What follows belongs to an exercise in optimizing a design on an open flow for small area; a production flow would make more cautious choices. Only simulation tests tie the RTL to the original design; equivalence was not proved. Power is estimated from default activity; no workload was simulated.

// rio
module rio #(
    parameter int TIMEOUT   = 2700000,
    parameter int PULSE_LEN = 108,
    parameter int DIR_DELAY = 18,
    parameter int ACC_BITS  = 24
) (
    input  logic                sysclk,
    input  logic                arst_n,
    input  rio_pkg::reg_addr_t           awaddr,
    input  logic                awvalid,
    output logic                awready,
    input  rio_pkg::reg_word_t           wdata,
    input  logic [3:0]          wstrb,
    input  logic                wvalid,
    output logic                wready,
    output logic [1:0]          bresp,
    output logic                bvalid,
    input  logic                bready,
    input  rio_pkg::reg_addr_t           araddr,
    input  logic                arvalid,
    output logic                arready,
    output rio_pkg::reg_word_t           rdata,
    output logic [1:0]          rresp,
    output logic                rvalid,
    input  logic                rready,
    output logic [motion_pkg::NUM_AXES-1:0] step,
    output logic [motion_pkg::NUM_AXES-1:0] dir,
  ...
Size in the first run: about 480 flip-flops, about 110 I/O pins, ~22000 µm² of cells after synthesis.
clock: 8.0 ns
lec_check: 0
cap_margin: 20
core_margin: 2
core_utilization: 40
cts_buf_list: sky130_fd_sc_hd__clkbuf_8
cts_cluster_diameter: 60
cts_cluster_size: 16
slew_margin: 20
standard.sh (not shown) runs the stock make flow with config.mk's settings and CLKGATE_MAP_FILE= SYNTH_SCRIPT=/design/flow/synth_recipe.tcl, a recipe that flattens the netlist after the stock synthesis.
==> flow/flow/run.sh <==
#!/bin/bash
# Layout flow: the standard ORFS flow (standard.sh), with
#  - the port buffers made of the smallest buffer cell,
#  - the combinational logic re-mapped for area by OpenROAD's restructure
#    after floorplanning (flops untouched), using a copy of the library
#    without the platform's don't-use cells,
#  - power/area recovery (downsizing off-critical cells) after global route.
# Each tool's output goes to a log file of its own in this folder.
set -o pipefail
W=$(pwd)
LIB=$FLOW_HOME/platforms/sky130hd/lib/sky130_fd_sc_hd__tt_025C_1v80.lib
mkdir -p $W/rmp
python3 $W/flow/filter_lib.py $LIB $W/rmp/area.lib > filter_lib.log 2>&1
cat > $W/post_floorplan.tcl <<EOT
restructure -target area -liberty_file $W/rmp/area.lib -tielo_port sky130_fd_sc_hd__conb_1/LO -tiehi_port sky130_fd_sc_hd__conb_1/HI -work_dir $W/rmp -abc_logfile $W/rmp_abc.log
EOT
export BUFFER_PORTS_ARGS="-buffer_cell sky130_fd_sc_hd__buf_1"
export POST_FLOORPLAN_TCL=$W/post_floorplan.tcl
export RECOVER_POWER=100
bash standard.sh finish > standard.log 2>&1
==> flow/flow/filter_lib.py <==
# Copy a liberty file, leaving out the cells the platform marks don't-use
# (lpflow_* and probe*), so that restructure's ABC run cannot pick them.
import re, sys
src, dst = sys.argv[1], sys.argv[2]
text = open(src).read()
out = []
pos = 0
drop = re.compile(r'sky130_fd_sc_hd__(lpflow_|probe)')
n = 0
for m in re.finditer(r'\n\s*cell\s*\(\s*"?([A-Za-z0-9_]+)"?\s*\)\s*\{', text):
    if m.start() < pos:
        continue
    name = m.group(1)
    # find the end of this cell block by brace matching
    i = m.end(); depth = 1
    while depth:
        c = text[i]
        if c == '{': depth += 1
        elif c == '}': depth -= 1
        i += 1
    if drop.match(name):
        out.append(text[pos:m.start()])
        pos = i
        n += 1
out.append(text[pos:])
open(dst, 'w').write(''.join(out))
print("dropped", n, "cells")
The baseline completed, yet does not pass: capacitance limit, slew limit.
Rerun with:
--- a/flow/flow/run.sh
+++ b/flow/flow/run.sh
@@ -6,3 +6,5 @@
 #    without the platform's don't-use cells,
-#  - power/area recovery (downsizing off-critical cells) after global route.
+#  - clock tree synthesis without dummy loads (the same options as the
+#    standard flow otherwise, from config.mk),
+
 # Each tool's output goes to a log file of its own in this folder.
@@ -18,3 +20,3 @@
 export POST_FLOORPLAN_TCL=$W/post_floorplan.tcl
-export RECOVER_POWER=100
+export CTS_ARGS="-sink_clustering_enable -repair_clock_nets -sink_clustering_size 24 -sink_clustering_max_diameter 70 -buf_list {sky130_fd_sc_hd__clkbuf_8 sky130_fd_sc_hd__clkbuf_16} -dont_use_dummy_load"
 bash standard.sh finish > standard.log 2>&1
Settings changed: CORE_UTILIZATION 40 to 60.
Effect: The new run finished clean. Wire length decreases by 5.3%. Clock power goes down by about 7%. Via count falls by 2.9%. Cell area drops by 1.8%.

---

rio again, from the RTL that the note above started with.
Settings: LEC_CHECK=0, CAP_MARGIN=20, CORE_MARGIN=2, CORE_UTILIZATION=40, CTS_BUF_LIST=sky130_fd_sc_hd__clkbuf_8, CTS_CLUSTER_DIAMETER=60, CTS_CLUSTER_SIZE=16, SLEW_MARGIN=20; clock period 8.0 ns.
==> flow/flow/run.sh <==
#!/bin/bash
# Layout flow: the standard ORFS flow (standard.sh), with
#  - the port buffers made of the smallest buffer cell,
#  - the combinational logic re-mapped for area by OpenROAD's restructure
#    after floorplanning (flops untouched), using a copy of the library
#    without the platform's don't-use cells,

# Each tool's output goes to a log file of its own in this folder.
set -o pipefail
W=$(pwd)
LIB=$FLOW_HOME/platforms/sky130hd/lib/sky130_fd_sc_hd__tt_025C_1v80.lib
mkdir -p $W/rmp
python3 $W/flow/filter_lib.py $LIB $W/rmp/area.lib > filter_lib.log 2>&1
cat > $W/post_floorplan.tcl <<EOT
restructure -target area -liberty_file $W/rmp/area.lib -tielo_port sky130_fd_sc_hd__conb_1/LO -tiehi_port sky130_fd_sc_hd__conb_1/HI -work_dir $W/rmp -abc_logfile $W/rmp_abc.log
EOT
export BUFFER_PORTS_ARGS="-buffer_cell sky130_fd_sc_hd__buf_1"
export POST_FLOORPLAN_TCL=$W/post_floorplan.tcl
bash standard.sh finish > standard.log 2>&1
Scripts as last shown in full above: flow/flow/filter_lib.py
Then changed:
--- a/flow/flow/run.sh
+++ b/flow/flow/run.sh
@@ -6,0 +7,2 @@
+#  - clock tree synthesis without dummy loads (the same options as the
+#    standard flow otherwise, from config.mk),
@@ -18,0 +21 @@
+export CTS_ARGS="-sink_clustering_enable -repair_clock_nets -sink_clustering_size 30 -sink_clustering_max_diameter 80 -buf_list sky130_fd_sc_hd__clkbuf_16 -dont_use_dummy_load"
CORE_UTILIZATION = 60   (was 40)
Final area goes down by 2.7%.
Final cell count drops by 9.7%.
Area after synthesis is unchanged.
Power went down by 6.3%.
Non-clock buffer count rises by 3.
Via count decreases by 3.3%.
Count of clock-buffer cells in the layout fell by 22.
Die area goes down by 33%.
Clock skew is higher by 0.010 ns.
Then changed:
--- a/flow/flow/run.sh
+++ b/flow/flow/run.sh
@@ -21 +21 @@
-export CTS_ARGS="-sink_clustering_enable -repair_clock_nets -sink_clustering_size 30 -sink_clustering_max_diameter 80 -buf_list sky130_fd_sc_hd__clkbuf_16 -dont_use_dummy_load"
+export CTS_ARGS="-sink_clustering_enable -repair_clock_nets -sink_clustering_size 16 -sink_clustering_max_diameter 60 -buf_list sky130_fd_sc_hd__clkbuf_8 -dont_use_dummy_load"
CORE_UTILIZATION = 40   (was 60)
What happened: Routed wire length came out higher by 5.3%; die area rises by about 50%; clock-buffer cell count grows by 19; cell area rises by 1.5%.
Then changed:
CAP_MARGIN = 0   (was 20)
CORE_UTILIZATION = 60   (was 40)
SLEW_MARGIN = 0   (was 20)
Outcome:
- The changed run ran to the end with no violations
- worst hold slack gains 0.018 ns
- setup slack loses 0.026 ns
- total power went down by about 1.6%

-- static timing again, ports no longer ideal --
How much do the figures lean on ideal ports? The routed layouts below were timed once more, with nothing changed but the port constraints.
Step 1 assumes that a clkbuf_16 drives the clock port and a buf_2 every other input.
Step 2 times the ports against the registers' clock, not the clock port: input delays grow and output delays shrink by t, the midpoint of the rising clock arrivals with the driver on.
Slacks: no drivers / after step 1 / after step 2; pairs: no drivers / after step 1.
| run | t, ns | setup WS [ns] | clock arrival spread, ns |
|---|---|---|---|
| the first run of note 1 | 0.675 | 0.901 / 0.901 / 0.901 | 0.043 / 0.043 |
| the second run of note 1 | 0.625 | 0.809 / 0.809 / 0.809 | 0.055 / 0.055 |
| the first run of note 2 | 0.677 | 0.920 / 0.920 / 0.920 | 0.045 / 0.044 |
| the second run of note 2 | 0.601 | 0.910 / 0.910 / 0.910 | 0.054 / 0.055 |
| the third run of note 2 | 0.646 | 0.872 / 0.872 / 0.872 | 0.096 / 0.095 |
| the fourth run of note 2 | 0.616 | 0.846 / 0.846 / 0.846 | 0.064 / 0.064 |
